Context: an optimization exercise on an open-source flow, tuned for small area. The choices shown serve that exercise and are no tape-out recipe.
Function was checked by simulation only, so behaviour that the tests miss may differ from the original.
Power and IR drop assume default switching activity.

[flow/design.v]
package tsf_pkg;
	localparam int unsigned ADC_W    = 12;
	localparam int unsigned PRESS_W  = 13;
	localparam int unsigned TIME_W   = 32;
	localparam int unsigned IVAL_W   = 8;
	localparam int unsigned CFG_IDX_W  = 2;
	localparam int unsigned CFG_DATA_W = 13;
	localparam logic [ADC_W-1:0] FULL_SCALE = 12'd4095;
	localparam logic [CFG_IDX_W-1:0] REG_ORIENTATION  = 2'd0;
	localparam logic [CFG_IDX_W-1:0] REG_PRESS_THRESH = 2'd1;
	localparam logic [CFG_IDX_W-1:0] REG_MIN_INTERVAL = 2'd2;
	typedef enum logic [1:0] {
		ORIENT_SWAP_INV_X = 2'd0,
		ORIENT_IDENTITY   = 2'd1,
		ORIENT_SWAP_INV_Y = 2'd2,
		ORIENT_INV_BOTH   = 2'd3
	} orient_t;
	localparam orient_t            RST_ORIENTATION  = ORIENT_IDENTITY;
	localparam logic [PRESS_W-1:0] RST_PRESS_THRESH = 13'd400;
	localparam logic [IVAL_W-1:0]  RST_MIN_INTERVAL = 8'd3;
	localparam logic [TIME_W-1:0]  RST_LAST_GOOD    = 32'h8000_0000;
	typedef struct packed {
		logic [ADC_W-1:0] first;
		logic [ADC_W-1:0] second;
		logic [ADC_W-1:0] third;
	} axis_set_t;
endpackage
module tsf_add #(parameter int W = 12) (
	input  logic [W-1:0] x,
	input  logic [W-1:0] y,
	output logic [W:0]   s
);
	logic [W:0] c;
	assign c[0] = 1'b0;
	for (genvar i = 0; i < W; i++) begin : g_bit
		assign s[i]   = x[i] ^ y[i] ^ c[i];
		assign c[i+1] = (x[i] & y[i]) | ((x[i] ^ y[i]) & c[i]);
	end
	assign s[W] = c[W];
endmodule
module tsf_cmp #(parameter int W = 12) (
	input  logic [W-1:0] x,
	input  logic [W-1:0] y,
	input  logic         cin,
	output logic         ge
);
	logic [W:0] c;
	assign c[0] = cin;
	for (genvar i = 0; i < W; i++) begin : g_bit
		assign c[i+1] = (x[i] & ~y[i]) | (~(x[i] ^ y[i]) & c[i]);
	end
	assign ge = c[W];
endmodule
module tsf_pair_lane
(
	input  tsf_pkg::axis_set_t        readings,
	output logic [tsf_pkg::ADC_W-1:0] m_ab,
	output logic [tsf_pkg::ADC_W-1:0] m_ac,
	output logic [tsf_pkg::ADC_W-1:0] m_bc,
	output logic                      sel_ab,
	output logic                      sel_ac,
	output logic                      sel_bc
);
	logic [11:0] a, b, c;
	logic [12:0] s_ab, s_ac, s_bc;
	logic        lt_a, lt_b, lt_c, gt_a, gt_b, gt_c;
	logic        n_a, n_b, n_c, twos;
	assign a = readings.first;
	assign b = readings.second;
	assign c = readings.third;
	tsf_add u_s_ab (.x(a), .y(b), .s(s_ab));
	tsf_add u_s_ac (.x(a), .y(c), .s(s_ac));
	tsf_add u_s_bc (.x(b), .y(c), .s(s_bc));
	tsf_cmp u_gt_a (.x(a), .y(s_bc[12:1]), .cin(1'b0), .ge(gt_a));
	tsf_cmp u_lt_a (.x(s_bc[12:1]), .y(a), .cin(s_bc[0]), .ge(lt_a));
	tsf_cmp u_gt_b (.x(b), .y(s_ac[12:1]), .cin(1'b0), .ge(gt_b));
	tsf_cmp u_lt_b (.x(s_ac[12:1]), .y(b), .cin(s_ac[0]), .ge(lt_b));
	tsf_cmp u_gt_c (.x(c), .y(s_ab[12:1]), .cin(1'b0), .ge(gt_c));
	tsf_cmp u_lt_c (.x(s_ab[12:1]), .y(c), .cin(s_ab[0]), .ge(lt_c));
	assign n_a  = !lt_a && !gt_a;
	assign n_b  = !lt_b && !gt_b;
	assign n_c  = !lt_c && !gt_c;
	assign twos = (lt_a && lt_b) || (lt_a && lt_c) || (lt_b && lt_c) ||
	              (gt_a && gt_b) || (gt_a && gt_c) || (gt_b && gt_c);
	assign sel_ab = (lt_a && lt_b) || (gt_a && gt_b) || (!twos && (n_a || n_b));
	assign sel_ac = (lt_a && lt_c) || (gt_a && gt_c) || (!twos && n_c);
	assign sel_bc = (lt_b && lt_c) || (gt_b && gt_c);
	assign m_ab = s_ab[12:1];
	assign m_ac = s_ac[12:1];
	assign m_bc = s_bc[12:1];
endmodule
module touch_sample_filter
(
	input  logic                  clk,
	input  logic                  arst_n,
	input  logic                  cfg_we,
	input  logic [tsf_pkg::CFG_IDX_W-1:0]  cfg_index,
	input  logic [tsf_pkg::CFG_DATA_W-1:0] cfg_wdata,
	input  logic                  in_valid,
	output logic                  in_ready,
	input  logic [tsf_pkg::TIME_W-1:0]     now_ms,
	input  logic [tsf_pkg::ADC_W-1:0]      press_a,
	input  logic [tsf_pkg::ADC_W-1:0]      press_b,
	input  logic [tsf_pkg::ADC_W-1:0]      x_first,
	input  logic [tsf_pkg::ADC_W-1:0]      x_second,
	input  logic [tsf_pkg::ADC_W-1:0]      x_third,
	input  logic [tsf_pkg::ADC_W-1:0]      y_first,
	input  logic [tsf_pkg::ADC_W-1:0]      y_second,
	input  logic [tsf_pkg::ADC_W-1:0]      y_third,
	output logic                  out_valid,
	input  logic                  out_ready,
	output logic                  sampled,
	output logic                  touched,
	output logic [tsf_pkg::ADC_W-1:0]      pos_x,
	output logic [tsf_pkg::ADC_W-1:0]      pos_y,
	output logic [tsf_pkg::PRESS_W-1:0]    pressure
);
	logic [1:0]                    orient_q;
	logic [tsf_pkg::PRESS_W-1:0]   thresh_q;
	logic [tsf_pkg::IVAL_W-1:0]    min_ival_q;
	logic [tsf_pkg::TIME_W-1:0]    last_good_q;
	logic [tsf_pkg::PRESS_W-1:0]   held_press_q;
	logic [tsf_pkg::ADC_W-1:0]     held_x_q;
	logic [tsf_pkg::ADC_W-1:0]     held_y_q;
	logic                          out_valid_q;
	logic                          sampled_q;
	logic                          touched_q;
	logic                          in_fire;
	logic                          pass;
	logic [tsf_pkg::PRESS_W-1:0]   z_val;
	logic                          light;
	logic [tsf_pkg::ADC_W-1:0]     rot_x;
	logic [tsf_pkg::ADC_W-1:0]     rot_y;
	always_ff @(posedge clk or negedge arst_n) begin
		if (!arst_n) begin
			orient_q   <= tsf_pkg::RST_ORIENTATION;
			thresh_q   <= tsf_pkg::RST_PRESS_THRESH;
			min_ival_q <= tsf_pkg::RST_MIN_INTERVAL;
		end else if (cfg_we) begin
			unique case (cfg_index)
				tsf_pkg::REG_ORIENTATION:  orient_q   <= cfg_wdata[1:0];
				tsf_pkg::REG_PRESS_THRESH: thresh_q   <= cfg_wdata[tsf_pkg::PRESS_W-1:0];
				tsf_pkg::REG_MIN_INTERVAL: min_ival_q <= cfg_wdata[tsf_pkg::IVAL_W-1:0];
				default: ;
			endcase
		end
	end
	assign in_ready = !out_valid_q || out_ready;
	assign in_fire  = in_valid && in_ready;
	localparam int unsigned LO = tsf_pkg::IVAL_W;
	localparam int unsigned HI = tsf_pkg::TIME_W;
	logic [LO:0]     el_b;
	logic [LO-1:0]   el_lo;
	logic [HI-1:LO]  el_zbit;
	logic            el_hi_zero;
	logic            el_lo_ge;
	assign el_b[0] = 1'b0;
	for (genvar i = 0; i < LO; i++) begin : g_el_lo
		assign el_lo[i]  = now_ms[i] ^ last_good_q[i] ^ el_b[i];
		assign el_b[i+1] = (~now_ms[i] & last_good_q[i]) | (~(now_ms[i] ^ last_good_q[i]) & el_b[i]);
	end
	assign el_zbit[LO] = ~(now_ms[LO] ^ last_good_q[LO] ^ el_b[LO]);
	for (genvar i = LO + 1; i < HI; i++) begin : g_el_hi
		assign el_zbit[i] = (now_ms[i] ^ last_good_q[i]) ^ (now_ms[i-1] | ~last_good_q[i-1]);
	end
	assign el_hi_zero = &el_zbit;
	tsf_cmp #(LO) u_ival (.x(el_lo), .y(min_ival_q), .cin(1'b1), .ge(el_lo_ge));
	assign pass = !el_hi_zero || el_lo_ge;
	logic [tsf_pkg::PRESS_W-1:0]   cmp_press;
	logic                          press_ge;
	tsf_add u_z (.x(press_a), .y(~press_b), .s(z_val));
	assign cmp_press = pass ? z_val : held_press_q;
	tsf_cmp #(tsf_pkg::PRESS_W) u_thresh (.x(cmp_press), .y(thresh_q), .cin(1'b1), .ge(press_ge));
	assign light = !press_ge;
	logic [tsf_pkg::ADC_W-1:0]     mx_ab, mx_ac, mx_bc, my_ab, my_ac, my_bc;
	logic                          sx_ab, sx_ac, sx_bc, sy_ab, sy_ac, sy_bc;
	tsf_pair_lane u_lane_x (
		.readings ({x_first, x_second, x_third}),
		.m_ab     (mx_ab),
		.m_ac     (mx_ac),
		.m_bc     (mx_bc),
		.sel_ab   (sx_ab),
		.sel_ac   (sx_ac),
		.sel_bc   (sx_bc)
	);
	tsf_pair_lane u_lane_y (
		.readings ({y_first, y_second, y_third}),
		.m_ab     (my_ab),
		.m_ac     (my_ac),
		.m_bc     (my_bc),
		.sel_ab   (sy_ab),
		.sel_ac   (sy_ac),
		.sel_bc   (sy_bc)
	);
	logic swap, inv_x, inv_y;
	assign swap  = !orient_q[0];
	assign inv_x = orient_q[0] ~^ orient_q[1];
	assign inv_y = orient_q[1];
	logic ld_xy;
	assign ld_xy = in_fire && pass && !light;
	assign rot_x = {tsf_pkg::ADC_W{inv_x && ld_xy}} ^
		(({tsf_pkg::ADC_W{sx_ab && !swap && ld_xy}} & mx_ab) |
		 ({tsf_pkg::ADC_W{sx_ac && !swap && ld_xy}} & mx_ac) |
		 ({tsf_pkg::ADC_W{sx_bc && !swap && ld_xy}} & mx_bc) |
		 ({tsf_pkg::ADC_W{sy_ab &&  swap && ld_xy}} & my_ab) |
		 ({tsf_pkg::ADC_W{sy_ac &&  swap && ld_xy}} & my_ac) |
		 ({tsf_pkg::ADC_W{sy_bc &&  swap && ld_xy}} & my_bc) |
		 ({tsf_pkg::ADC_W{!ld_xy}} & held_x_q));
	assign rot_y = {tsf_pkg::ADC_W{inv_y && ld_xy}} ^
		(({tsf_pkg::ADC_W{sy_ab && !swap && ld_xy}} & my_ab) |
		 ({tsf_pkg::ADC_W{sy_ac && !swap && ld_xy}} & my_ac) |
		 ({tsf_pkg::ADC_W{sy_bc && !swap && ld_xy}} & my_bc) |
		 ({tsf_pkg::ADC_W{sx_ab &&  swap && ld_xy}} & mx_ab) |
		 ({tsf_pkg::ADC_W{sx_ac &&  swap && ld_xy}} & mx_ac) |
		 ({tsf_pkg::ADC_W{sx_bc &&  swap && ld_xy}} & mx_bc) |
		 ({tsf_pkg::ADC_W{!ld_xy}} & held_y_q));
	always_ff @(posedge clk or negedge arst_n) begin
		if (!arst_n) begin
			held_press_q <= '0;
		end else if (in_fire && pass) begin
			held_press_q <= light ? '0 : z_val;
		end
	end
	always_ff @(posedge clk or negedge arst_n) begin
		if (!arst_n) begin
			last_good_q <= tsf_pkg::RST_LAST_GOOD;
		end else if (ld_xy) begin
			last_good_q <= now_ms;
		end
	end
	always_ff @(posedge clk or negedge arst_n) begin
		if (!arst_n) begin
			held_x_q    <= '0;
			held_y_q    <= '0;
		end else begin
			held_x_q    <= rot_x;
			held_y_q    <= rot_y;
		end
	end
	always_ff @(posedge clk or negedge arst_n) begin
		if (!arst_n) begin
			out_valid_q <= 1'b0;
		end else if (in_fire) begin
			out_valid_q <= 1'b1;
		end else if (out_ready) begin
			out_valid_q <= 1'b0;
		end
	end
	always_ff @(posedge clk) begin
		if (in_fire) begin
			sampled_q <= pass;
			touched_q <= press_ge;
		end
	end
	assign out_valid = out_valid_q;
	assign sampled   = sampled_q;
	assign touched   = touched_q;
	assign pos_x     = held_x_q;
	assign pos_y     = held_y_q;
	assign pressure  = held_press_q;
endmodule
[flow/flow/run.sh]
#!/bin/bash
# Standard layout (standard.sh), with these changes:
#  - synthesis maps the combinational logic with an area-oriented ABC script
#    and extracts full adders only inside the adder module
#    (flow/synth_recipe_area.tcl); registers are inferred exactly as in the
#    standard synthesis;
#  - the port buffers use the smallest buffer cell;
#  - clock tree: small clock buffers, small sink clusters, no dummy loads.
set -euo pipefail
W=$PWD
export MY_ABC_SCRIPT=$W/flow/abc_area.script
export BUFFER_PORTS_ARGS="-buffer_cell sky130_fd_sc_hd__buf_1"
export CTS_ARGS="-sink_clustering_enable -repair_clock_nets -dont_use_dummy_load -buf_list {sky130_fd_sc_hd__clkbuf_4 sky130_fd_sc_hd__clkbuf_8} -sink_clustering_size 10"
sed "s#SYNTH_SCRIPT=[^ ]*synth_recipe.tcl#SYNTH_SCRIPT=$W/flow/synth_recipe_area.tcl#" standard.sh > my_standard.sh
grep -q "synth_recipe_area.tcl" my_standard.sh
bash my_standard.sh > standard.log 2>&1
[flow/flow/abc_area.script]
strash
dc2
&get -n
&st
&dch
&nf -R 1000
&put
topo
[flow/flow/synth_recipe_area.tcl]
# The standard flow's synthesis script (synth_recipe.tcl) with changes to the
# combinational mapping only: full/half adders are extracted only inside the
# tsf_add adder module (kept as its own module until the final flatten), and
# ABC uses an area-oriented script. Registers are inferred and mapped exactly
# as in the standard synthesis.
set ::my_first_synth 1
proc synth {args} {
  if { $::my_first_synth } {
    set ::my_first_synth 0
    yosys setattr -mod -set keep_hierarchy 1 tsf_add
  }
  yosys synth -nofsm -noshare {*}$args
}
proc extract_fa {args} { yosys extract_fa {*}$args tsf_add }
proc abc {args} {
  set i [lsearch -exact $args -script]
  if { $i >= 0 } { lset args [expr {$i + 1}] $::env(MY_ABC_SCRIPT) }
  yosys abc {*}$args
}
source $::env(SCRIPTS_DIR)/synth.tcl
# left out here: clear keep_hierarchy, flatten, clean up, hide names made inside functions, write 1_2_yosys.v
[flow/standard.sh]
#!/bin/bash
# synth_recipe.tcl (not shown) runs the flow's synth.tcl, then flattens the netlist and writes it again
# the make line also repeats each setting of config.mk as NAME=value (left out here)
make -C /OpenROAD-flow-scripts/flow DESIGN_CONFIG=/design/flow/config.mk WORK_HOME=/design/flow/orfs CLKGATE_MAP_FILE= SYNTH_SCRIPT=/design/flow/synth_recipe.tcl "${@:-finish}"
[flow/config.mk]
export PLATFORM = sky130hd
export DESIGN_NAME = touch_sample_filter
export DESIGN_NICKNAME = touch_sample_filter
export VERILOG_FILES = /design/flow/design.v
export SDC_FILE = /design/flow/constraint.sdc
export NUM_CORES = 4
export LEC_CHECK = 0
export CAP_MARGIN = 20
export CORE_MARGIN = 2
export CORE_UTILIZATION = 40
export SLEW_MARGIN = 20
[flow/constraint.sdc]
create_clock -name core_clock -period 12.0 [get_ports {clk}]
set_input_delay 2.4000 -clock core_clock [delete_from_list [all_inputs] [get_ports {clk}]]
set_output_delay 2.4000 -clock core_clock [all_outputs]
set_load 0.01 [all_outputs]
==> run notes, run 1 <==
outcome no timing/DRC/antenna violations; unrepaired setup endpoints after global routing no; Die H 147.9 um; ys async rst share 0.9789; Final Skew 32.62 ps; Worst Setup End Kind register; wire length of the first global-routing pass 38,240 um; Fmax 102.8 MHz; CTS H-Tree Depth 3; drt pass-1 iters 10; PD cells 160.6 nW/um^2; nets@finish 1,286; post-detail-place hpwl 19,440 um; Hold Vio Cnt, Final 0; final slew viol count 0; CTS root buf clkbuf_8; GRT Overall Usage 0.2236; remaining routing DRC violations 0; min-delay src min_ival_q[4]; Die W 147.9 um; FF-to-FF setup slack 4280 ps; total die area 21,870 sq um; CTS hold repair buffers 0; DR WL met3 1912 um; vias per inst 5.670; Met1 Routed Length 10,900 um; Crit Path Max Fanout 65; area grow syn2layout 15.02%; Reg-to-Reg End held_y_q[10]; layout cells sized above 1 0.02471; Final Util 0.4693; CTS tree yes; WL met2 11,090 um; postcts setup bufs 0; leak pwr 3.562 nW; final period utilization 0.8109; initial core utilization 0.4080; area share of the largest cell type after synthesis 0.2598; drt wl/cell 18.43 um; peak supply drop 0.00007553 V; post-route ant nets 0; CTS resizes 0; Worst-Margin Slew 1104 ps; setup_tns 0 ps; total CTS buffers 9; Data arrival, critical path 9950 ps; Post-synth top flop dfrtp_1; total length of routed wires 24,400 um; Routability Congestion 0.9069; largest net degree at the start of global routing 66; Synth area leader dfrtp_1; clock sinks 95; Post-synth top cells clkinv_1, dfrtp_1, fa_1, nand2_1; final setup vio count 0; Core Box Area 20,300 sq um; Max-Slew Margin vs Limit 0.2616; Hold Crit Depth 1; Yosys reg bits 95; initial antenna violation count 3; Final min period 9731 ps; count leader, synth clkinv_1; first-iteration detailed-routing DRC count 920; R2R depth 30; vias in the first global route 7,151; Syn Std Cell Area 8283 sq um; Avg Cell Area, Syn 9.779 sq um; Worst R2R Start last_good_q[1]; I/O Buffers 188; Synth Instances 847; Skew-Pair Late Insertion Delay 390 ps; post-synthesis cell type count 45; main area contributors after synthesis dfrtp_1, fa_1, clkinv_1; I/O Pins 189; WP data required 12,220 ps; CTS clk-pin slew, worst paths 80 ps; Post-synth EDFFs 2; CP Launch Type input port; Mapped Nets 1,079; GR Overflow Total 0; Seq/Total Area, Yosys 0.2893; WHS Endpoint min_ival_q[4]; row count 52; filler instances 2,041; critical path class in -> reg; placed cells 1,313; vias 7,507; uppermost routed layer met5; Max-Cap Viols 0; Hold WC Path Type reg -> reg; Clock Tree Buf Depth 2; Finished Layout Cells 1,324; Yosys Warn Count 1
area by class of cell:
class,instances,area [sq um],area share
clock buffers,9,123.9,0.01300
multi-input cells,612,5369,0.5636
diodes,2,5.005,0.0005253
inverters,140,525.5,0.05516
well taps,270,337.8,0.03546
repair buffers,196,769.5,0.08077
flip-flops and latches,95,2396,0.2515
modules after synthesis (local to each module, per instance):
| module | cells | area [sq um] | flip-flops and latches | times used |
|---|---|---|---|---|
| touch_sample_filter | 728 | 6523 | 95 | 1 |
| tsf_add | 17 | 251.5 | 0 | 7 |
per-layer routing:
metal,vias to the layer above,global-route usage
met5,-,0
met1,3566,0.3299
met2,366,0.3435
met4,2,0.05333
met3,36,0.04043
li1,3537,-
layout by cell type, fill, tap and decap left out, types with 3 or more instances in the layout:
master     count
xnor2_1       35
o31ai_1        3
mux2i_1       17
nor3_1        11
or2_0          3
buf_1        187
fa_1          77
dfrtp_1       86
dfstp_2        7
o21a_1         4
nand2_1       45
a22oi_1       41
mux2_1        40
clkbuf_8       9
maj3_1         6
clkinv_1     140
a22o_1        14
and3_1         5
nand4_1        4
xor2_1        10
ha_1           7
nor2_1        41
and2_0         4
nor2b_1       13
nor4_1         4
o21ai_0       26
o22ai_1       38
a222oi_1      42
buf_4          8
o221ai_1      11
a221oi_1      10
nand3_1       27
nand2b_1      15
a2bb2oi_1     11
a21oi_1       29
sequential cells by signal (all words and copies together) (netlist names):
signal	cells
out_valid_q	1
last_good_q	32
orient_q	2
thresh_q	13
sampled_q	1
min_ival_q	8
held_press_q	13
held_x_q	12
touched_q	1
held_y_q	12
worst max-delay path, stage by stage:
cell and delay [ps]:
buf_1 70, clkinv_1 60, ha_1 210, fa_1 380, fa_1 380, fa_1 390
fa_1 390, fa_1 380, fa_1 380, fa_1 390, fa_1 390, fa_1 390
fa_1 370, clkinv_1 60, fa_1 400, clkinv_1 70, mux2i_1 80, a22oi_1 160
o21ai_0 110, o221ai_1 80, nand2_1 130, nor2_4 130, buf_4 540, nand2_1 220
nor2_1 890, a222oi_1 200, nand3_1 170, xnor2_1 80
through the flow:
step	worst slack, ps	hold slack [ps]	power (mW)	area (sq um)
2_1_floorplan	683.1	457.7	1.102	8285
3_3_place_gp	2019	477.6	1.336	9398
3_5_place_dp	1883	483.0	1.349	9398
4_1_cts	2272	506.3	1.538	9522
5_1_grt	1780	525.0	1.658	9524
6_report	2269	498.2	1.530	9527
worst max-delay path by stage:
stage / end / slack, ps / startpoint
floorplan: held_y_q[5] / 680 / press_b[0]
global placement: held_y_q[10] / 2020 / press_b[0]
detailed placement: held_y_q[10] / 1880 / press_b[0]
CTS: held_y_q[10] / 2270 / press_b[0]
global route: held_y_q[8] / 1780 / press_b[0]
finish: held_y_q[10] / 2270 / press_b[0]
cell families after synthesis:
kind of cell,after synthesis,share of synthesized area
muxes,57,0.07492
xor gates and xnor gates,45,0.04758
DFF,95,0.2893
buffers and inverters,140,0.06344
adders and majority gates,90,0.2039
AOI/OAI and AO/OA,237,0.2119
and+or+nand+nor,183,0.1089
power by group:
group | switching, mW | internal (mW) | total [mW]
Sequential | 0.0900 | 0.447 | 0.537
Clock | 0.114 | 0.0677 | 0.181
Combinational | 0.455 | 0.356 | 0.811
==> inputs of run 2 (changes only) <==
--- a/flow/design.v
+++ b/flow/design.v
@@ -198,21 +198,18 @@
 	assign inv_y = orient_q[1];
 	logic ld_xy;
 	assign ld_xy = in_fire && pass && !light;
+	logic [tsf_pkg::ADC_W-1:0] mean_x, mean_y;
+	assign mean_x = ({tsf_pkg::ADC_W{sx_ab}} & mx_ab) | ({tsf_pkg::ADC_W{sx_ac}} & mx_ac) |
+	                ({tsf_pkg::ADC_W{sx_bc}} & mx_bc);
+	assign mean_y = ({tsf_pkg::ADC_W{sy_ab}} & my_ab) | ({tsf_pkg::ADC_W{sy_ac}} & my_ac) |
+	                ({tsf_pkg::ADC_W{sy_bc}} & my_bc);
 	assign rot_x = {tsf_pkg::ADC_W{inv_x && ld_xy}} ^
-		(({tsf_pkg::ADC_W{sx_ab && !swap && ld_xy}} & mx_ab) |
-		 ({tsf_pkg::ADC_W{sx_ac && !swap && ld_xy}} & mx_ac) |
-		 ({tsf_pkg::ADC_W{sx_bc && !swap && ld_xy}} & mx_bc) |
-		 ({tsf_pkg::ADC_W{sy_ab &&  swap && ld_xy}} & my_ab) |
-		 ({tsf_pkg::ADC_W{sy_ac &&  swap && ld_xy}} & my_ac) |
-		 ({tsf_pkg::ADC_W{sy_bc &&  swap && ld_xy}} & my_bc) |
+		(({tsf_pkg::ADC_W{!swap && ld_xy}} & mean_x) |
+		 ({tsf_pkg::ADC_W{ swap && ld_xy}} & mean_y) |
 		 ({tsf_pkg::ADC_W{!ld_xy}} & held_x_q));
 	assign rot_y = {tsf_pkg::ADC_W{inv_y && ld_xy}} ^
-		(({tsf_pkg::ADC_W{sy_ab && !swap && ld_xy}} & my_ab) |
-		 ({tsf_pkg::ADC_W{sy_ac && !swap && ld_xy}} & my_ac) |
-		 ({tsf_pkg::ADC_W{sy_bc && !swap && ld_xy}} & my_bc) |
-		 ({tsf_pkg::ADC_W{sx_ab &&  swap && ld_xy}} & mx_ab) |
-		 ({tsf_pkg::ADC_W{sx_ac &&  swap && ld_xy}} & mx_ac) |
-		 ({tsf_pkg::ADC_W{sx_bc &&  swap && ld_xy}} & mx_bc) |
+		(({tsf_pkg::ADC_W{!swap && ld_xy}} & mean_y) |
+		 ({tsf_pkg::ADC_W{ swap && ld_xy}} & mean_x) |
 		 ({tsf_pkg::ADC_W{!ld_xy}} & held_y_q));
 	always_ff @(posedge clk or negedge arst_n) begin
 		if (!arst_n) begin
==> flow/flow/abc_area.script (replaced) <==
strash
balance
dc2
&get -n
&st
&dch
&nf -R 1000
&put
topo
==> run notes, run 2 <==
outcome no timing/DRC/antenna violations; most frequent cells in the layout buf_1, clkinv_1, nand2_1; peak supply drop 0.0001104 V; Crit Path Max Fanout 13; clock sinks 95; critical path's largest stage delay 680 ps; Fmax 97.59 MHz; Clock Tree Buf Depth 2; placed cells 1,301; Final Skew 43.79 ps; Max-Slew Margin vs Limit 0.2716; area share of the largest cell type after synthesis 0.2686; Post-synth top cells clkinv_1, nand2_1, dfrtp_1, fa_1, o22ai_1; antenna cell count 0; Die W 145.5 um; unrepaired setup endpoints after global routing no; PD cells 160.4 nW/um^2; vias in the first global route 7,189; post-synthesis cell type count 39; pre-CTS setup slack 1499 ps; final period utilization 0.8539; final total power 1.482 mW; Post-synth top flop dfrtp_1; postcts setup bufs 0; register with the most flip-flops last_good_q; dpl cell area 9112 sq um; worst setup margin 1753 ps; commonest non-fill, non-tap cell in the layout buf_1; min-delay src last_good_q[31]; total die area 21,180 sq um; final setup vio count 0; Core Box Area 19,590 sq um; FF-to-FF setup slack 4420 ps; CP Launch Type input port; Final min period 10,250 ps; R2R depth 33; count leader, synth clkinv_1; critical path class in -> reg; Die H 145.5 um; WHS Endpoint last_good_q[31]; CTS hold repair buffers 0; final instance area 9240 sq um; Avg Cell Area, Syn 9.515 sq um; ys async rst share 0.9789; Reg-to-Reg End held_x_q[1]; CTS tree yes; leak pwr 3.473 nW; GR Overflow Total 0; Yosys Warn Count 1; Worst-Margin Slew 1071 ps; drt pass-1 iters 9; WP data required 12,200 ps; max reg flops 32; Mapped Nets 1,074; layout cells sized above 1 0.02488; Worst Setup End Kind register; setup_tns 0 ps; Syn Std Cell Area 8011 sq um; Post-synth EDFFs 2; Max-Cap Viols 0; area grow syn2layout 15.34%; Skew-Pair Late Insertion Delay 380 ps; Final Util 0.4717; GRT Overall Usage 0.2124; initial core utilization 0.4090; Hold WC Path Type reg -> reg; Data arrival, critical path 10,450 ps; CTS H-Tree Depth 3; Synth area leader dfrtp_1; nets@finish 1,279; drt wl/cell 17.04 um; I/O Buffers 188; post-route ant nets 0; post-detail-place hpwl 17,920 um; Synth Instances 842; Yosys reg bits 95; CTS root buf clkbuf_8; total CTS buffers 9; Fin Hold WS 471.9 ps; most frequent cell on the critical path fa_1; CTS clk-pin slew, worst paths 100 ps; largest net degree at the start of global routing 81; main area contributors after synthesis dfrtp_1, fa_1, clkinv_1; CTS resizes 0; final slew viol count 0; Top Registers last_good_q (32), held_press_q (13), thresh_q (13); Worst R2R Start last_good_q[1]; Finished Layout Cells 1,310; first-iteration detailed-routing DRC count 584; vias per inst 5.500; Seq/Total Area, Yosys 0.2991; remaining routing DRC violations 0; I/O Pins 189; Hold Crit Depth 2; total length of routed wires 22,330 um; Hold Vio Cnt, Final 0; wire length of the first global-routing pass 36,310 um; Routability Congestion 0.9782; row count 51; vias 7,205; Crit-path slowest cell a222oi_1; initial antenna violation count 0
-- run 2: cell count changes in the layout (fill, tap and decap cells not counted), moves of 5 or more --
| cell | before | now |
|---|---|---|
| nand2_1 | 45 | 91 |
| o21ai_0 | 26 | 31 |
| a22oi_1 | 41 | 22 |
| o221ai_1 | 11 | 16 |
| mux2_1 | 40 | 23 |
| nand3_1 | 27 | 8 |
| a21oi_1 | 29 | 46 |
| a222oi_1 | 42 | 32 |
| o22ai_1 | 38 | 47 |
-- run 2: where the power goes --
part | switching [mW] | internal [mW] | leakage (nW) | total [mW]
clock network | 0.102 | 0.0675 | 0.0647 | 0.170
logic | 0.464 | 0.325 | 2.28 | 0.789
registers | 0.0833 | 0.440 | 1.13 | 0.523
total | 0.650 | 0.832 | 3.47 | 1.48
-- run 2: how the worst max path moves through the flow --
stage	endpoint	start	depth (start not counted)
CTS	held_x_q[1]	x_second[0]	29
global route	held_y_q[0]	x_second[0]	29
global placement	held_x_q[1]	x_second[0]	29
finish	held_x_q[1]	x_second[0]	29
detailed placement	held_x_q[1]	x_second[0]	29
floorplan	held_x_q[0]	now_ms[1]	30
-- run 2: cells by family after synthesis --
kind of cell | count (synthesis) | share of synthesized area
muxes | 42 | 0.05607
DFF | 95 | 0.2991
adders and majority gates | 91 | 0.2121
AOI/OAI and AO/OA | 240 | 0.2129
buffers and inverters | 138 | 0.06466
xor gates and xnor gates | 44 | 0.04810
and+or+nand+nor | 192 | 0.1071
-- run 2: per-layer routing --
layer / share of wire / up-vias / GRT usage
li1: - / 3438 / -
met2: 0.47 / 287 / 0.3555
met5: 0 / - / 0
met4: 0.023 / 0 / 0.06275
met3: 0.061 / 40 / 0.03574
met1: 0.44 / 3440 / 0.2844
-- run 2: modules after synthesis, one instance, submodules excluded --
module	flip-flops and latches	area [sq um]
touch_sample_filter	95	6251
tsf_add	0	251.5
-- run 2: area by class of cell --
| cell class | instances | area [sq um] |
|---|---|---|
| clock buffer | 9 | 123.9 |
| fill | 1927 | 10350 |
| timing repair buffer | 194 | 758.2 |
| multi-input combinational | 609 | 5112 |
| tap | 265 | 331.6 |
| inverter | 138 | 518.0 |
| sequential | 95 | 2396 |
-- run 2: worst max-delay path, delay by kind of cell --
| kind | cells | cell delay, ps |
|---|---|---|
| and+or+nand+nor | 4 | 450 |
| buffers and inverters | 5 | 710 |
| AOI/OAI and AO/OA | 7 | 2220 |
| adders and majority gates | 12 | 4570 |
| xor gates and xnor gates | 1 | 90 |
==> inputs of run 3 (changes only) <==
--- a/flow/design.v
+++ b/flow/design.v
@@ -145,6 +145,14 @@
 			endcase
 		end
 	end
+	logic fresh_q;
+	always_ff @(posedge clk or negedge arst_n) begin
+		if (!arst_n) begin
+			fresh_q <= 1'b1;
+		end else begin
+			fresh_q <= 1'b0;
+		end
+	end
 	assign in_ready = !out_valid_q || out_ready;
 	assign in_fire  = in_valid && in_ready;
 	localparam int unsigned LO = tsf_pkg::IVAL_W;
@@ -169,7 +177,9 @@
 	logic [tsf_pkg::PRESS_W-1:0]   cmp_press;
 	logic                          press_ge;
 	tsf_add u_z (.x(press_a), .y(~press_b), .s(z_val));
-	assign cmp_press = pass ? z_val : held_press_q;
+	logic [tsf_pkg::PRESS_W-1:0]   held_press_now;
+	assign held_press_now = fresh_q ? '0 : held_press_q;
+	assign cmp_press = pass ? z_val : held_press_now;
 	tsf_cmp #(tsf_pkg::PRESS_W) u_thresh (.x(cmp_press), .y(thresh_q), .cin(1'b1), .ge(press_ge));
 	assign light = !press_ge;
 	logic [tsf_pkg::ADC_W-1:0]     mx_ab, mx_ac, mx_bc, my_ab, my_ac, my_bc;
@@ -206,16 +216,16 @@
 	assign rot_x = {tsf_pkg::ADC_W{inv_x && ld_xy}} ^
 		(({tsf_pkg::ADC_W{!swap && ld_xy}} & mean_x) |
 		 ({tsf_pkg::ADC_W{ swap && ld_xy}} & mean_y) |
-		 ({tsf_pkg::ADC_W{!ld_xy}} & held_x_q));
+		 ({tsf_pkg::ADC_W{!ld_xy && !fresh_q}} & held_x_q));
 	assign rot_y = {tsf_pkg::ADC_W{inv_y && ld_xy}} ^
 		(({tsf_pkg::ADC_W{!swap && ld_xy}} & mean_y) |
 		 ({tsf_pkg::ADC_W{ swap && ld_xy}} & mean_x) |
-		 ({tsf_pkg::ADC_W{!ld_xy}} & held_y_q));
-	always_ff @(posedge clk or negedge arst_n) begin
-		if (!arst_n) begin
-			held_press_q <= '0;
-		end else if (in_fire && pass) begin
+		 ({tsf_pkg::ADC_W{!ld_xy && !fresh_q}} & held_y_q));
+	always_ff @(posedge clk) begin
+		if (in_fire && pass) begin
 			held_press_q <= light ? '0 : z_val;
+		end else begin
+			held_press_q <= held_press_now;
 		end
 	end
 	always_ff @(posedge clk or negedge arst_n) begin
@@ -225,14 +235,9 @@
 			last_good_q <= now_ms;
 		end
 	end
-	always_ff @(posedge clk or negedge arst_n) begin
-		if (!arst_n) begin
-			held_x_q    <= '0;
-			held_y_q    <= '0;
-		end else begin
-			held_x_q    <= rot_x;
-			held_y_q    <= rot_y;
-		end
+	always_ff @(posedge clk) begin
+		held_x_q <= rot_x;
+		held_y_q <= rot_y;
 	end
 	always_ff @(posedge clk or negedge arst_n) begin
 		if (!arst_n) begin
==> flow/flow/run.sh (replaced) <==
#!/bin/bash
# Standard layout (standard.sh), with these changes:
#  - synthesis (flow/synth_recipe_area.tcl) maps the combinational logic for
#    area: adders extracted only in the adder module, and the best of the
#    flow/abc_*.script ABC scripts; registers are inferred exactly as in the
#    standard synthesis;
#  - the port buffers use the smallest buffer cell;
#  - clock tree: small clock buffers, small sink clusters, no dummy loads.
# Each tool's log is in orfs/logs/; make's output is in standard.log.
set -euo pipefail
W=$PWD
export MY_ABC_DIR=$W/flow
export BUFFER_PORTS_ARGS="-buffer_cell sky130_fd_sc_hd__buf_1"
export CTS_ARGS="-sink_clustering_enable -repair_clock_nets -dont_use_dummy_load -buf_list {sky130_fd_sc_hd__clkbuf_16} -sink_clustering_size 30 -sink_clustering_max_diameter 200"
sed "s#SYNTH_SCRIPT=[^ ]*synth_recipe.tcl#SYNTH_SCRIPT=$W/flow/synth_recipe_area.tcl#" standard.sh > my_standard.sh
grep -q "synth_recipe_area.tcl" my_standard.sh
bash my_standard.sh > standard.log 2>&1
==> flow/flow/abc_01.script (new file) <==
&get -n
&st
&dch
&nf -R 1000
&put
topo
==> flow/flow/abc_02.script (new file) <==
&get -n
&st
&dch -f
&nf -R 1000
&put
topo
==> flow/flow/abc_03.script (new file) <==
&get -n
&st
&dc2
&dch
&nf -R 1000
&put
topo
==> flow/flow/abc_04.script (new file) <==
strash
dc2
&get -n
&st
&dch
&nf -R 1000
&put
topo
==> flow/flow/abc_05.script (new file) <==
strash
dc2
&get -n
&st
&dch -f
&nf -R 1000
&put
topo
==> flow/flow/abc_06.script (new file) <==
strash
dc2
&get -n
&st
&dc2
&dch
&nf -R 1000
&put
topo
==> flow/flow/abc_07.script (new file) <==
strash
balance
dc2
&get -n
&st
&dch
&nf -R 1000
&put
topo
==> flow/flow/abc_08.script (new file) <==
strash
balance
dc2
&get -n
&st
&dch -f
&nf -R 1000
&put
topo
==> flow/flow/abc_09.script (new file) <==
strash
balance
dc2
&get -n
&st
&dc2
&dch
&nf -R 1000
&put
topo
==> flow/flow/abc_10.script (new file) <==
strash
balance
rewrite
refactor
balance
&get -n
&st
&dch
&nf -R 1000
&put
topo
==> flow/flow/abc_11.script (new file) <==
strash
balance
rewrite
refactor
balance
&get -n
&st
&dch -f
&nf -R 1000
&put
topo
==> flow/flow/abc_12.script (new file) <==
strash
balance
rewrite
refactor
balance
&get -n
&st
&dc2
&dch
&nf -R 1000
&put
topo
==> flow/flow/abc_13.script (new file) <==
strash
dc2
balance
dc2
&get -n
&st
&dch
&nf -R 1000
&put
topo
==> flow/flow/abc_14.script (new file) <==
&get -n
&st
&dc2
&dch -f
&nf -R 1000
&put
topo
==> flow/flow/synth_recipe_area.tcl (replaced) <==
# The standard flow's synthesis script (synth_recipe.tcl) with changes to the
# combinational mapping only:
#  - full/half adders are extracted only inside the tsf_add adder module,
#    which is kept as its own module until the final flatten;
#  - ABC maps for area: each flow/abc_*.script is tried on the same netlist
#    and the mapping with the smallest cell area is kept.
# Registers are inferred and mapped exactly as in the standard synthesis.
set ::my_first_synth 1
proc synth {args} {
  if { $::my_first_synth } {
    set ::my_first_synth 0
    yosys setattr -mod -set keep_hierarchy 1 tsf_add
  }
  yosys synth -nofsm -noshare {*}$args
}
proc extract_fa {args} { yosys extract_fa {*}$args tsf_add }
proc abc {args} {
  set i [lsearch -exact $args -script]
  set libs {}
  foreach lib $::env(LIB_FILES) { lappend libs -liberty $lib }
  yosys design -save my_pre_abc
  set best_area ""
  set best_scr ""
  foreach scr [lsort [glob $::env(MY_ABC_DIR)/abc_*.script]] {
    yosys design -load my_pre_abc
    lset args [expr {$i + 1}] $scr
    yosys abc {*}$args
    yosys tee -q -o $::env(RESULTS_DIR)/my_abc_stat.txt stat -top $::env(DESIGN_NAME) {*}$libs
    set fp [open $::env(RESULTS_DIR)/my_abc_stat.txt r]
    set txt [read $fp]
    close $fp
    set area ""
    regexp {Chip area for top module '[^']*': ([0-9.]+)} $txt -> area
    puts "my_abc: $scr area $area"
    if { $area != "" && ($best_area == "" || $area < $best_area) } {
      set best_area $area
      set best_scr $scr
      yosys design -save my_best_abc
    }
  }
  puts "my_abc: best $best_scr area $best_area"
  yosys design -load my_best_abc
}
source $::env(SCRIPTS_DIR)/synth.tcl
# left out here: clear keep_hierarchy, flatten, clean up, hide names made inside functions, write 1_2_yosys.v
removed: flow/flow/abc_area.script
==> run notes, run 3 <==
drt wl/cell 16.29 um; leak pwr 3.378 nW; Reg-to-Reg End held_x_q[8]; final slew viol count 0; post-route ant nets 0; Yosys reg bits 96; Post-synth top cells clkinv_1, nand2_1, fa_1, a21oi_1, o22ai_1; most frequent cells in the layout buf_1, clkinv_1, nand2_1; post-synthesis cell type count 47; total die area 20,970 sq um; peak supply drop 0.0001085 V; CTS root buf clkbuf_16; Syn Std Cell Area 7931 sq um; Die H 144.8 um; Data arrival, critical path 10,150 ps; min-delay src last_good_q[31]; ys async rst share 0.5938; CP Launch Type input port; Worst Setup End Kind register; max reg flops 32; Final Util 0.4762; PD cells 162.4 nW/um^2; setup_tns 0 ps; I/O Pins 189; initial core utilization 0.4075; largest net degree at the start of global routing 58; FF-to-FF setup slack 4940 ps; unrepaired setup endpoints after global routing no; Hold Crit Depth 2; area grow syn2layout 16.86%; vias in the first global route 7,090; Synth Instances 866; critical path class in -> reg; Core Box Area 19,460 sq um; count leader, synth clkinv_1; nets@finish 1,305; Max-Cap Viols 0; Post-synth top flop dfrtp_1; drt pass-1 iters 6; dpl cell area 9044 sq um; Fmax 100.4 MHz; WP data required 12,190 ps; main area contributors after synthesis fa_1, dfrtp_1, dfxtp_1; clock sinks 96; vias per inst 5.331; postcts setup bufs 0; Worst R2R Start last_good_q[1]; CTS H-Tree Depth 3; Avg Cell Area, Syn 9.159 sq um; Worst-Margin Slew 1050 ps; vias 7,122; Clock Tree Buf Depth 2; outcome no timing/DRC/antenna violations; Routability Congestion 0.8942; CTS clk-pin slew, worst paths 60 ps; antenna cell count 0; Fin Hold WS 478.6 ps; register with the most flip-flops last_good_q; layout cells sized above 1 0.02708; Post-synth EDFFs 2; Final Skew 18.94 ps; Hold Vio Cnt, Final 0; GR Overflow Total 0; Skew-Pair Late Insertion Delay 350 ps; row count 51; total length of routed wires 21,770 um; Crit Path Max Fanout 13; CTS resizes 0; Mapped Nets 1,098; remaining routing DRC violations 0; WHS Endpoint last_good_q[31]; initial antenna violation count 0; CTS tree yes; GRT Overall Usage 0.2123; post-detail-place hpwl 17,410 um; Die W 144.8 um; final instance area 9269 sq um; commonest non-fill, non-tap cell in the layout buf_1; critical path startpoint y_second[0]; Max-Slew Margin vs Limit 0.2859; final period utilization 0.8297; Synth area leader fa_1; Yosys Warn Count 1; I/O Buffers 188; area share of the largest cell type after synthesis 0.1944; Top Registers last_good_q (32), held_press_q (13), thresh_q (13); total CTS buffers 9; final setup vio count 0; CTS hold repair buffers 0; wire length of the first global-routing pass 34,940 um; Hold WC Path Type reg -> reg; Final min period 9957 ps; first-iteration detailed-routing DRC count 479; R2R depth 33; Seq/Total Area, Yosys 0.2821
[run 3: cell count changes after synthesis, moves of 6 or more]
cell	delta
nand2_1	+7
nor2_1	-12
dfxtp_1	+37
o22ai_1	+9
a221oi_1	-6
o21ai_0	+12
a21oi_1	+10
dfrtp_1	-37
xor2_1	+8
nor2b_1	+8
clkinv_1	+6
[run 3: area by class of cell]
type | count | area (sq um)
clock buffer | 9 | 225.2
fill | 1949 | 10190
inverter | 144 | 540.5
multi-input combinational | 626 | 5167
sequential | 96 | 2237
tap | 265 | 331.6
timing repair buffer | 196 | 767.0
[run 3: worst max-delay path by stage]
stage                       end  slack [ps]
floorplan           held_x_q[0]        1210
global placement    held_x_q[2]        1860
detailed placement  held_y_q[0]        1700
CTS                 held_y_q[0]        2050
global route        held_y_q[3]        1610
finish              held_y_q[1]        2040
[run 3: power breakdown]
part           switching (mW)  internal (mW)  total [mW]  leakage, nW
registers              0.0678          0.435       0.503        0.990
clock network           0.112          0.132       0.244        0.111
logic                   0.446          0.312       0.758         2.28
[run 3: worst max-delay path, cell delays in order]
cell and delay, ps:
buf_1 130, ha_1 240, fa_1 420, fa_1 410, fa_1 410, fa_1 420, fa_1 400, fa_1 390
fa_1 400, fa_1 400, fa_1 400, fa_1 390, clkinv_1 70, fa_1 410, clkinv_1 80, clkinv_1 70
o22ai_1 200, o22ai_1 110, a21oi_1 190, or2_0 190, o22ai_1 90, buf_4 200, o31ai_2 880, a222oi_1 370
o22ai_1 260, a21oi_1 80, xor2_1 140
[run 3: logic make-up (layout without fill, tap and decap cells)]
group,Yosys count,in the layout,synth area share
xor+xnor,50,50,0.05521
other cells,1,1,0.0004728
mux,37,37,0.05032
compound gates,264,264,0.2270
buf+inv,144,349,0.06815
fa+ha+maj,90,90,0.2130
simple gates,184,184,0.1038
flops,96,96,0.2821
[run 3: per-module statistics from Yosys (local to each module, per instance)]
module / cells / copies in the design / flops+latches
touch_sample_filter: 747 / 1 / 96
tsf_add: 17 / 7 / 0
[run 3: stage by stage]
step | setup slack (ps) | cells | power, mW
after detailed placement | 1701 | 1327 | 1.264
final | 2043 | 1336 | 1.505
after global placement | 1858 | 1327 | 1.255
after floorplan | 1214 | 866 | 1.024
after global routing | 1615 | 1336 | 1.637
after CTS | 2047 | 1336 | 1.518
[run 3: routing by layer]
metal / vias to the layer above / routed length, um / global-route usage
li1: 3504 / - / -
met1: 3357 / 9654 / 0.2802
met2: 242 / 10230 / 0.3525
met3: 19 / 1522 / 0.04903
met4: 0 / 361 / 0.05468
met5: - / 0 / 0
==> inputs of run 4 (changes only) <==
--- a/flow/flow/run.sh
+++ b/flow/flow/run.sh
@@ -11,7 +11,7 @@
 W=$PWD
 export MY_ABC_DIR=$W/flow
 export BUFFER_PORTS_ARGS="-buffer_cell sky130_fd_sc_hd__buf_1"
-export CTS_ARGS="-sink_clustering_enable -repair_clock_nets -dont_use_dummy_load -buf_list {sky130_fd_sc_hd__clkbuf_16} -sink_clustering_size 30 -sink_clustering_max_diameter 200"
+export CTS_ARGS="-sink_clustering_enable -repair_clock_nets -dont_use_dummy_load -buf_list {sky130_fd_sc_hd__clkbuf_8} -sink_clustering_size 20 -sink_clustering_max_diameter 100"
 sed "s#SYNTH_SCRIPT=[^ ]*synth_recipe.tcl#SYNTH_SCRIPT=$W/flow/synth_recipe_area.tcl#" standard.sh > my_standard.sh
 grep -q "synth_recipe_area.tcl" my_standard.sh
 bash my_standard.sh > standard.log 2>&1
==> run notes, run 4 <==
outcome no timing/DRC/antenna violations; vias per inst 5.314; Crit-path slowest cell o31ai_2; CTS clk-pin slew, worst paths 80 ps; CTS root buf clkbuf_8; Die W 144.8 um; Worst R2R Start last_good_q[1]; most frequent cell on the critical path fa_1; critical path class in -> reg; count leader, synth clkinv_1; area grow syn2layout 15.59%; Yosys Warn Count 1; Seq/Total Area, Yosys 0.2821; first-iteration detailed-routing DRC count 446; pre-CTS setup slack 1701 ps; Final min period 9922 ps; total die area 20,970 sq um; met2 Use GR 0.3533; Final Skew 34.79 ps; Post-synth top flop dfrtp_1; I/O Buffers 188; worst setup margin 2078 ps; initial antenna violation count 0; Synth Instances 866; I/O Pins 189; Post-synth top cells clkinv_1, nand2_1, fa_1, a21oi_1, o22ai_1; Hold WC Path Type reg -> reg; Worst Setup End Kind register; Reg-to-Reg End held_x_q[8]; GR Util met3 0.04804; Avg Cell Area, Syn 9.159 sq um; dominant delay contributor by cell family on the critical path adder cells; filler instances 1,973; R2R depth 33; final setup vio count 0; peak supply drop 0.00009537 V; Data arrival, critical path 10,140 ps; Fmax 100.8 MHz; total CTS buffers 9; Hold Crit Depth 2; FF-to-FF setup slack 4920 ps; critical path's largest stage delay 860 ps; clock sinks 96; largest net degree at the start of global routing 58; post-detail-place hpwl 17,410 um; WHS Endpoint last_good_q[31]; register with the most flip-flops last_good_q; critical path startpoint y_second[0]; Core Box Area 19,460 sq um; CTS tree yes; unrepaired setup endpoints after global routing no; PD cells 156.1 nW/um^2; row count 51; Crit Path Max Fanout 13; vias in the first global route 7,044; area share of the largest cell type after synthesis 0.1944; Fin Hold WS 478.1 ps; final period utilization 0.8269; vias 7,099; post-synthesis cell type count 47; max reg flops 32; Synth area leader fa_1; CTS H-Tree Depth 3; Hold Vio Cnt, Final 0; commonest non-fill, non-tap cell in the layout buf_1; CP Buf/Inv Count 5; Routability Congestion 0.8942; final slew viol count 0; post-route ant nets 0; GR Overflow Total 0; setup_tns 0 ps; antenna cell count 0; Clock Tree Buf Depth 2; Top Registers last_good_q (32), held_press_q (13), thresh_q (13); Max-Slew Margin vs Limit 0.2863; CTS hold repair buffers 0; grt peak-use layer met2; CTS resizes 0; Yosys reg bits 96; Syn Std Cell Area 7931 sq um; drt pass-1 iters 6; Max-Cap Viols 0; Worst-Margin Slew 1050 ps; nets@finish 1,305; Skew-Pair Late Insertion Delay 380 ps; WP data required 12,210 ps; CP Launch Type input port; postcts setup bufs 0; ys async rst share 0.5938; layout cells sized above 1 0.02708; final total power 1.431 mW; Post-synth EDFFs 2; leak pwr 3.332 nW; Die H 144.8 um; global routing usage on met1 0.2805; GRT Overall Usage 0.2117; main area contributors after synthesis fa_1, dfrtp_1, dfxtp_1; wire length of the first global-routing pass 34,870 um; total length of routed wires 21,710 um; Mapped Nets 1,098; remaining routing DRC violations 0; initial core utilization 0.4075; drt wl/cell 16.25 um; most frequent cells in the layout buf_1, clkinv_1, nand2_1; min-delay src last_good_q[31]
==> run 4: worst max path at each step <==
stage | slack, ps | endpoint | cells after the start
global placement | 1860 | held_x_q[2] | 29
global route | 1650 | held_y_q[3] | 30
detailed placement | 1700 | held_y_q[0] | 27
CTS | 2080 | held_y_q[0] | 27
floorplan | 1210 | held_x_q[0] | 24
finish | 2080 | held_x_q[1] | 27
==> run 4: power breakdown <==
part / switching [mW] / internal [mW]
Clock: 0.102 / 0.0675
Combinational: 0.447 / 0.312
Sequential: 0.0678 / 0.434
Total: 0.617 / 0.814
==> run 4: Yosys stat by module (local to each module, per instance) <==
module               flops+latches  times used  cells inside  area (sq um)
touch_sample_filter             96           1           747          6171
tsf_add                          0           7            17         251.5
==> run 4: tightest hold or removal path: stages (launching register included) <==
cell and delay (ps):
dfstp_2 380, nand2_1 50, nand2_1 50
==> run 4: cells by family after synthesis <==
group                    share of synthesized area
other                                    0.0004728
flip-flops                                  0.2821
buffers and inverters                      0.06815
AND/OR/NAND/NOR                             0.1038
XOR/XNOR                                   0.05521
multiplexers                               0.05032
AO/OA/AOI/OAI                               0.2270
adder cells (fa/ha/maj)                     0.2130
==> run 4: metrics by stage <==
step / area (sq um) / std cells / utilization
finish: 9168 / 1336 / 0.4710
detailed placement: 9044 / 1327 / 0.4647
floorplan: 7931 / 866 / -
CTS: 9168 / 1336 / 0.4710
global route: 9168 / 1336 / 0.4710
global placement: 9044 / 1327 / 0.4647
==> run 4: layout make-up <==
type | count | area (sq um) | area share
clock buffer | 9 | 123.9 | 0.01351
inverter | 144 | 540.5 | 0.05896
timing repair buffer | 196 | 767.0 | 0.08366
multi-input combinational | 626 | 5167 | 0.5637
sequential | 96 | 2237 | 0.2440
tap | 265 | 331.6 | 0.03617
==> run 4: routing by layer <==
layer / share of wire / vias to the layer above / wire length, um
li1: - / 3493 / -
met1: 0.44 / 3345 / 9554
met2: 0.47 / 241 / 10200
met3: 0.075 / 20 / 1629
met4: 0.015 / 0 / 329
met5: 0 / - / 0
==> inputs of run 5 (changes only) <==
--- a/flow/flow/run.sh
+++ b/flow/flow/run.sh
@@ -11,7 +11,7 @@
 W=$PWD
 export MY_ABC_DIR=$W/flow
 export BUFFER_PORTS_ARGS="-buffer_cell sky130_fd_sc_hd__buf_1"
-export CTS_ARGS="-sink_clustering_enable -repair_clock_nets -dont_use_dummy_load -buf_list {sky130_fd_sc_hd__clkbuf_8} -sink_clustering_size 20 -sink_clustering_max_diameter 100"
+export CTS_ARGS="-sink_clustering_enable -repair_clock_nets -dont_use_dummy_load -buf_list {sky130_fd_sc_hd__clkbuf_4 sky130_fd_sc_hd__clkbuf_8} -sink_clustering_size 10"
 sed "s#SYNTH_SCRIPT=[^ ]*synth_recipe.tcl#SYNTH_SCRIPT=$W/flow/synth_recipe_area.tcl#" standard.sh > my_standard.sh
 grep -q "synth_recipe_area.tcl" my_standard.sh
 bash my_standard.sh > standard.log 2>&1
==> run notes, run 5 <==
outcome no timing/DRC/antenna violations; largest net degree at the start of global routing 58; sequential share of power 0.351; drt wl/cell 16.25 um; final total power 1.431 mW; Mapped Nets 1,098; layout cells sized above 1 0.02708; total die area 20,970 sq um; Die W 144.8 um; area share of the largest cell type after synthesis 0.1944; post-route ant nets 0; Yosys reg bits 96; ys async rst share 0.5938; critical path class in -> reg; Max-Cap Viols 0; WP data required 12,210 ps; Post-synth top cells clkinv_1, nand2_1, fa_1, a21oi_1, o22ai_1; vias 7,099; setup_tns 0 ps; Skew-Pair Late Insertion Delay 380 ps; most frequent cell on the critical path fa_1; post-detail-place hpwl 17,410 um; Final Skew 34.79 ps; PD cells 156.1 nW/um^2; vias per inst 5.314; CTS hold repair buffers 0; final instance area 9168 sq um; Clock Power Share 0.118; final period utilization 0.8269; CTS root buf clkbuf_8; CTS H-Tree Depth 3; CTS tree yes; switch share 0.4313; CP Launch Type input port; Worst R2R Start last_good_q[1]; CTS resizes 0; unrepaired setup endpoints after global routing no; register with the most flip-flops last_good_q; count leader, synth clkinv_1; Synth Instances 866; Worst-Margin Slew 1050 ps; Post-synth top flop dfrtp_1; row count 51; Core Box Area 19,460 sq um; Clock Tree Buf Depth 2; Worst Setup End Kind register; most frequent cells in the layout buf_1, clkinv_1, nand2_1; nets@finish 1,305; Routability Congestion 0.8942; I/O Pins 189; antenna cell count 0; Post-synth EDFFs 2; peak supply drop 0.00009537 V; total length of routed wires 21,710 um; leak pwr 3.332 nW; Switch Pwr 0.6172 mW; GRT Overall Usage 0.2117; area grow syn2layout 15.59%; Yosys Warn Count 1; Avg Cell Area, Syn 9.159 sq um; Fin Hold WS 478.1 ps; vias in the first global route 7,044; critical path startpoint y_second[0]; post-synthesis cell type count 47; clock sinks 96; postcts setup bufs 0; Final min period 9922 ps; final setup vio count 0; main area contributors after synthesis fa_1, dfrtp_1, dfxtp_1; final slew viol count 0; drt pass-1 iters 6; Hold Vio Cnt, Final 0; first-iteration detailed-routing DRC count 446; commonest non-fill, non-tap cell in the layout buf_1; CP Buf/Inv Count 5; wire length of the first global-routing pass 34,870 um; remaining routing DRC violations 0; total CTS buffers 9; Fmax 100.8 MHz; Crit Path Max Fanout 13; Crit-path slowest cell o31ai_2; Final Util 0.4710; GR Overflow Total 0; combinational share of power 0.531; Hold WC Path Type reg -> reg; max reg flops 32; Die H 144.8 um; dpl cell area 9044 sq um; Int Power 0.8137 mW; filler instances 1,973; Seq/Total Area, Yosys 0.2821; dominant delay contributor by cell family on the critical path adder cells; Data arrival, critical path 10,140 ps; Max-Slew Margin vs Limit 0.2863; CTS clk-pin slew, worst paths 80 ps; critical path's largest stage delay 860 ps; Synth area leader fa_1; I/O Buffers 188; initial antenna violation count 0; min-delay src last_good_q[31]; Syn Std Cell Area 7931 sq um; initial core utilization 0.4075; Top Registers last_good_q (32), held_press_q (13), thresh_q (13)
## run 5: layout make-up
class                           instances  area [sq um]  area share
Multi-Input combinational cell        626          5167      0.5637
Clock buffer                            9         123.9     0.01351
Inverter                              144         540.5     0.05896
Sequential cell                        96          2237      0.2440
Tap cell                              265         331.6     0.03617
Timing Repair Buffer                  196         767.0     0.08366
## run 5: worst paths after layout
kind,cells after the start,slack [ps],endpoint
max in group asynchronous,2,9310,min_ival_q[3]
min in group asynchronous,2,2160,last_good_q[13]
max reg2reg,33,4920,held_x_q[8]
max,27,2080,held_x_q[1]
min,2,480,last_good_q[31]
min reg2reg,2,480,last_good_q[31]
## run 5: power by group through the flow
stage | combinational (mW) | clock (mW) | sequential (mW)
after floorplan | 0.506 | 0 | 0.517
after CTS | 0.761 | 0.181 | 0.502
final | 0.759 | 0.170 | 0.502
after global routing | 0.853 | 0.193 | 0.517
after global placement | 0.748 | 0 | 0.507
after detailed placement | 0.756 | 0 | 0.508
## run 5: per-stage QoR
stage | std cells | setup WS, ps
CTS | 1336 | 2079
global placement | 1327 | 1858
detailed placement | 1327 | 1701
global route | 1336 | 1652
finish | 1336 | 2078
floorplan | 866 | 1214
## run 5: routing by layer
layer	track usage	share of wire	wire length, um
met3	0.04804	0.075	1629
met5	0	0	0
met4	0.04957	0.015	329
met1	0.2805	0.44	9554
met2	0.3533	0.47	10200
## run 5: Yosys stat by module (local to each module, per instance)
| module | flops+latches | area, sq um |
|---|---|---|
| touch_sample_filter | 96 | 6171 |
| tsf_add | 0 | 251.5 |
## run 5: cell families (layout without fill, tap and decap cells)
kind of cell / count (synthesis) / count (layout) / share of synthesized area
AO/OA/AOI/OAI: 264 / 264 / 0.2270
XOR/XNOR: 50 / 50 / 0.05521
adder cells (fa/ha/maj): 90 / 90 / 0.2130
buffers and inverters: 144 / 349 / 0.06815
flip-flops: 96 / 96 / 0.2821
multiplexers: 37 / 37 / 0.05032
other: 1 / 1 / 0.0004728
AND/OR/NAND/NOR: 184 / 184 / 0.1038
## run 5: worst min-delay path, delay by kind of cell (launching register included)
| family | cells | cell delay (ps) |
|---|---|---|
| flops | 1 | 380 |
| simple gates | 2 | 100 |
==> inputs of run 6 (changes only) <==
==> flow/flow/run.sh (replaced) <==
#!/bin/bash
# Standard layout (standard.sh), with these changes:
#  - synthesis (flow/synth_recipe_area.tcl) maps the combinational logic for
#    area: adders extracted only in the adder module, and the best of a set
#    of area-oriented ABC scripts; registers are inferred exactly as in the
#    standard synthesis;
#  - the port buffers use the smallest buffer cell;
#  - clock tree: small clock buffers, small sink clusters, no dummy loads.
# Each tool's log is in orfs/logs/; make's output is in standard.log.
set -euo pipefail
W=$PWD
export BUFFER_PORTS_ARGS="-buffer_cell sky130_fd_sc_hd__buf_1"
export CTS_ARGS="-sink_clustering_enable -repair_clock_nets -dont_use_dummy_load -buf_list {sky130_fd_sc_hd__clkbuf_4 sky130_fd_sc_hd__clkbuf_8} -sink_clustering_size 10"
sed "s#SYNTH_SCRIPT=[^ ]*synth_recipe.tcl#SYNTH_SCRIPT=$W/flow/synth_recipe_area.tcl#" standard.sh > my_standard.sh
grep -q "synth_recipe_area.tcl" my_standard.sh
bash my_standard.sh > standard.log 2>&1
==> flow/flow/synth_recipe_area.tcl (replaced) <==
# The standard flow's synthesis script (synth_recipe.tcl) with changes to the
# combinational mapping only:
#  - full/half adders are extracted only inside the tsf_add adder module,
#    which is kept as its own module until the final flatten;
#  - ABC maps for area: a set of area-oriented scripts (written to the
#    results folder) is tried on the same netlist and the mapping with the
#    smallest cell area is kept.
# Registers are inferred and mapped exactly as in the standard synthesis.
set ::my_first_synth 1
proc synth {args} {
  if { $::my_first_synth } {
    set ::my_first_synth 0
    yosys setattr -mod -set keep_hierarchy 1 tsf_add
  }
  yosys synth -nofsm -noshare {*}$args
}
proc extract_fa {args} { yosys extract_fa {*}$args tsf_add }
# ABC scripts tried: every combination of these pre-passes, choice passes
# and mapping passes
set ::my_abc_pre {
  {strash; balance; dc2}
  {strash; dc2}
  {strash; balance; dc2; balance; dc2}
  {strash; balance; drw; dc2}
  {strash; balance; dc2; dch}
  {}
  {strash; dc2; balance; dc2}
  {strash; balance; rewrite; refactor; balance}
}
set ::my_abc_mid {{&dch} {&dch -f} {&dc2; &dch} {&dch -r}}
set ::my_abc_map {{&nf -R 1000} {&nf -R 1000 -p} {&nf -R 2000 -F 20}}

proc abc {args} {
  set i [lsearch -exact $args -script]
  set libs {}
  foreach lib $::env(LIB_FILES) { lappend libs -liberty $lib }
  yosys design -save my_pre_abc
  set best_area ""
  set best_scr ""
  set n 0
  foreach pre $::my_abc_pre {
    foreach mid $::my_abc_mid {
      foreach map $::my_abc_map {
        incr n
        set scr [format "%s/my_abc_%03d.script" $::env(RESULTS_DIR) $n]
        set fp [open $scr w]
        foreach cmd [concat [split $pre ";"] {{&get -n} {&st}} [split $mid ";"] [list $map] {{&put} {topo}}] {
          set cmd [string trim $cmd]
          if { $cmd != "" } { puts $fp $cmd }
        }
        close $fp
        yosys design -load my_pre_abc
        lset args [expr {$i + 1}] $scr
        yosys abc {*}$args
        yosys tee -q -o $::env(RESULTS_DIR)/my_abc_stat.txt stat -top $::env(DESIGN_NAME) {*}$libs
        set fp [open $::env(RESULTS_DIR)/my_abc_stat.txt r]
        set txt [read $fp]
        close $fp
        set area ""
        regexp {Chip area for top module '[^']*': ([0-9.]+)} $txt -> area
        puts "my_abc: $scr area $area"
        if { $area != "" && ($best_area == "" || $area < $best_area) } {
          set best_area $area
          set best_scr $scr
          yosys design -save my_best_abc
        }
      }
    }
  }
  puts "my_abc: best $best_scr area $best_area"
  yosys design -load my_best_abc
}

source $::env(SCRIPTS_DIR)/synth.tcl
# left out here: clear keep_hierarchy, flatten, clean up, hide names made inside functions, write 1_2_yosys.v
--- a/flow/config.mk
+++ b/flow/config.mk
@@ -7,5 +7,5 @@
 export LEC_CHECK = 0
 export CAP_MARGIN = 20
 export CORE_MARGIN = 2
-export CORE_UTILIZATION = 40
+export CORE_UTILIZATION = 30
 export SLEW_MARGIN = 20
removed: flow/flow/abc_01.script
removed: flow/flow/abc_02.script
removed: flow/flow/abc_03.script
removed: flow/flow/abc_04.script
removed: flow/flow/abc_05.script
removed: flow/flow/abc_06.script
removed: flow/flow/abc_07.script
removed: flow/flow/abc_08.script
removed: flow/flow/abc_09.script
removed: flow/flow/abc_10.script
removed: flow/flow/abc_11.script
removed: flow/flow/abc_12.script
removed: flow/flow/abc_13.script
removed: flow/flow/abc_14.script
==> run notes, run 6 <==
outcome no timing/DRC/antenna violations; post-route ant nets 0; max reg flops 32; CTS hold repair buffers 0; adder-cell share of the synthesized area 0.2210; CP Buf/Inv Count 5; area grow syn2layout 16.84%; Final Skew 44.82 ps; Routability Congestion 0.9294; count leader, synth clkinv_1; XOR/XNOR Fraction of Synth Area 0.05754; Max-Slew Margin vs Limit 0.3268; Post-synth EDFFs 2; Yosys reg bits 96; drt wl/cell 17.18 um; Syn Std Cell Area 7915 sq um; vias 7,223; setup_tns 0 ps; unrepaired setup endpoints after global routing no; drt pass-1 iters 10; FF-to-FF setup slack 4280 ps; critical path class in -> reg; final slew viol count 0; GR Overflow Total 0; worst setup margin 2097 ps; Avg Cell Area, Syn 9.312 sq um; I/O Buffers 188; largest net degree at the start of global routing 58; placed cells 1,382; most frequent cells in the layout buf_1, clkinv_1, nand2_1; Max-Cap Viols 0; critical path startpoint y_second[0]; PD cells 155.7 nW/um^2; largest family of logic cells by synthesized area compound AO/OA/AOI/OAI gates; Fmax 101.0 MHz; vias in the first global route 7,319; area share of the largest cell type after synthesis 0.1948; wire length of the first global-routing pass 38,610 um; Data arrival, critical path 10,200 ps; Hold Vio Cnt, Final 0; initial antenna violation count 0; Synth Instances 850; R2R depth 29; vias per inst 5.193; CP endpoint held_x_q[7]; Clock Tree Buf Depth 2; total CTS buffers 9; Final Util 0.3559; Worst-Margin Slew 1008 ps; post-synthesis compound-gate area fraction 0.2230; Yosys Warn Count 1; Hold WC Path Type reg -> reg; min-delay src last_good_q[31]; Finished Layout Cells 1,391; Post-Synth Simple-Gate Area 0.09627; clock sinks 96; post-synthesis cell type count 47; Final min period 9903 ps; Worst Setup End Kind register; CTS tree yes; layout cells sized above 1 0.02841; final period utilization 0.8253; total die area 27,700 sq um; Crit Path Max Fanout 13; mux cell area share after synthesis 0.05169; main area contributors after synthesis fa_1, dfrtp_1, dfxtp_1; nets@finish 1,290; row count 59; antenna cell count 0; pre-CTS setup slack 1725 ps; Mapped Nets 1,082; Synth area leader fa_1; final total power 1.440 mW; first-iteration detailed-routing DRC count 640; Top Registers last_good_q (32), held_press_q (13), thresh_q (13); CTS root buf clkbuf_8; CTS resizes 0; CP Launch Type input port; Post-synth top cells clkinv_1, nand2_1, fa_1, a21oi_1, dfrtp_1; remaining routing DRC violations 0; CTS clk-pin slew, worst paths 120 ps; Reg-to-Reg End held_x_q[6]; register with the most flip-flops last_good_q; WP data required 12,300 ps; postcts setup bufs 0; GRT Overall Usage 0.1742; Skew-Pair Late Insertion Delay 400 ps; initial core utilization 0.3046; Worst R2R Start last_good_q[1]; Post-synth top flop dfrtp_1; total length of routed wires 23,900 um; CTS H-Tree Depth 3; Levels on crit path 28; peak supply drop 0.0001105 V; Die W 166.4 um; ys async rst share 0.5938; Die H 166.4 um; final setup vio count 0; I/O Pins 189; dominant delay contributor by cell family on the critical path adder cells; most frequent cell on the critical path fa_1; leak pwr 3.287 nW; Seq/Total Area, Yosys 0.2826; Crit-path slowest cell a222oi_1; post-detail-place hpwl 19,690 um; commonest non-fill, non-tap cell in the layout buf_1; Core Box Area 25,980 sq um; critical path's largest stage delay 720 ps
[run 6: cell types whose count changed in the layout (fill, tap and decap cells not counted), moves of 4 or more]
cell,previous run,this run
nand3_1,4,8
o22ai_1,56,48
maj3_1,6,12
nand2_1,98,79
o2bb2ai_1,1,5
o21a_1,4,0
[run 6: metrics by stage]
stage	hold slack [ps]	cell area, sq um
2_1_floorplan	445.6	7915
3_3_place_gp	453.0	9116
3_5_place_dp	457.5	9124
4_1_cts	475.7	9248
5_1_grt	527.7	9248
6_report	474.3	9248
[run 6: cells by family (layout without fill, tap and decap cells)]
group / after synthesis / after routing
AO/OA/AOI/OAI: 256 / 256
XOR/XNOR: 52 / 52
adder cells (fa/ha/maj): 96 / 96
buffers and inverters: 142 / 348
flip-flops: 96 / 96
multiplexers: 38 / 38
other: 1 / 1
AND/OR/NAND/NOR: 169 / 169
[run 6: cell type report]
cell class | count | area [sq um]
Clock buffer | 9 | 123.9
Tap cell | 335 | 419.2
Sequential cell | 96 | 2237
Multi-Input combinational cell | 612 | 5160
Inverter | 142 | 533.0
Fill cell | 2731 | 16740
Timing Repair Buffer | 197 | 774.5
[run 6: report_power, final]
part	switching, mW	leakage, nW	internal [mW]
logic	0.439	2.24	0.313
registers	0.0782	0.987	0.434
clock network	0.108	0.0647	0.0676
[run 6: layer usage]
layer,vias up,wire [um],global-route usage
met2,278,11720,0.3004
li1,3447,-,-
met5,-,0,0
met3,29,1732,0.03565
met4,0,434,0.04498
met1,3469,10010,0.2230
[run 6: per-module statistics from Yosys, one instance, submodules excluded]
module / copies in the design / cell area (sq um)
touch_sample_filter: 1 / 6155
tsf_add: 7 / 251.5
[run 6: how the worst min path moves through the flow]
stage | cells after the start | endpoint | slack [ps]
3_3_place_gp | 2 | last_good_q[31] | 450
2_1_floorplan | 2 | last_good_q[31] | 450
4_1_cts | 2 | last_good_q[31] | 480
6_report | 2 | last_good_q[31] | 470
5_1_grt | 1 | min_ival_q[5] | 530
3_5_place_dp | 2 | last_good_q[31] | 460
[run 6: worst register-to-register path, delay by kind of cell (launching register included)]
family	cells	cell delay, ps
DFF	1	420
xor gates and xnor gates	3	570
adders and majority gates	7	2620
AOI/OAI and AO/OA	9	1140
muxes	2	420
buffers and inverters	4	790
and+or+nand+nor	4	1640

-- re-timing with driven ports --
Ports are ideal in the flow. The routed layouts listed here were re-timed in OpenROAD. Step 1 assumes that a clkbuf_16 drives the clock port and a buf_2 every other input. Step 2, shift: input delay + t, output delay - t, t = (earliest + latest rising clock arrival at the registers) / 2. This alone moves slack from input paths to output paths. a / b / c = ideal ports / drivers / drivers and shift; a / b = the first two.
run | t, ns | setup WS [ns] | worst register clock-pin slew, ns
run 1 | 0.411 | 2.269 / 2.273 / 1.862 | 0.11 / 0.11
run 2 | 0.400 | 1.753 / 1.772 / 1.372 | 0.11 / 0.11
run 3 | 0.381 | 2.043 / 2.067 / 1.687 | 0.07 / 0.07
run 4 | 0.399 | 2.078 / 2.096 / 1.697 | 0.11 / 0.11
run 5 | 0.399 | 2.078 / 2.096 / 1.697 | 0.11 / 0.11
run 6 | 0.413 | 2.097 / 2.113 / 1.700 | 0.12 / 0.12
After both steps every run listed still meets setup and hold. The setup slack of run 1, which loses most, moves by +0.004 ns with the drivers and by -0.407 ns with both steps.
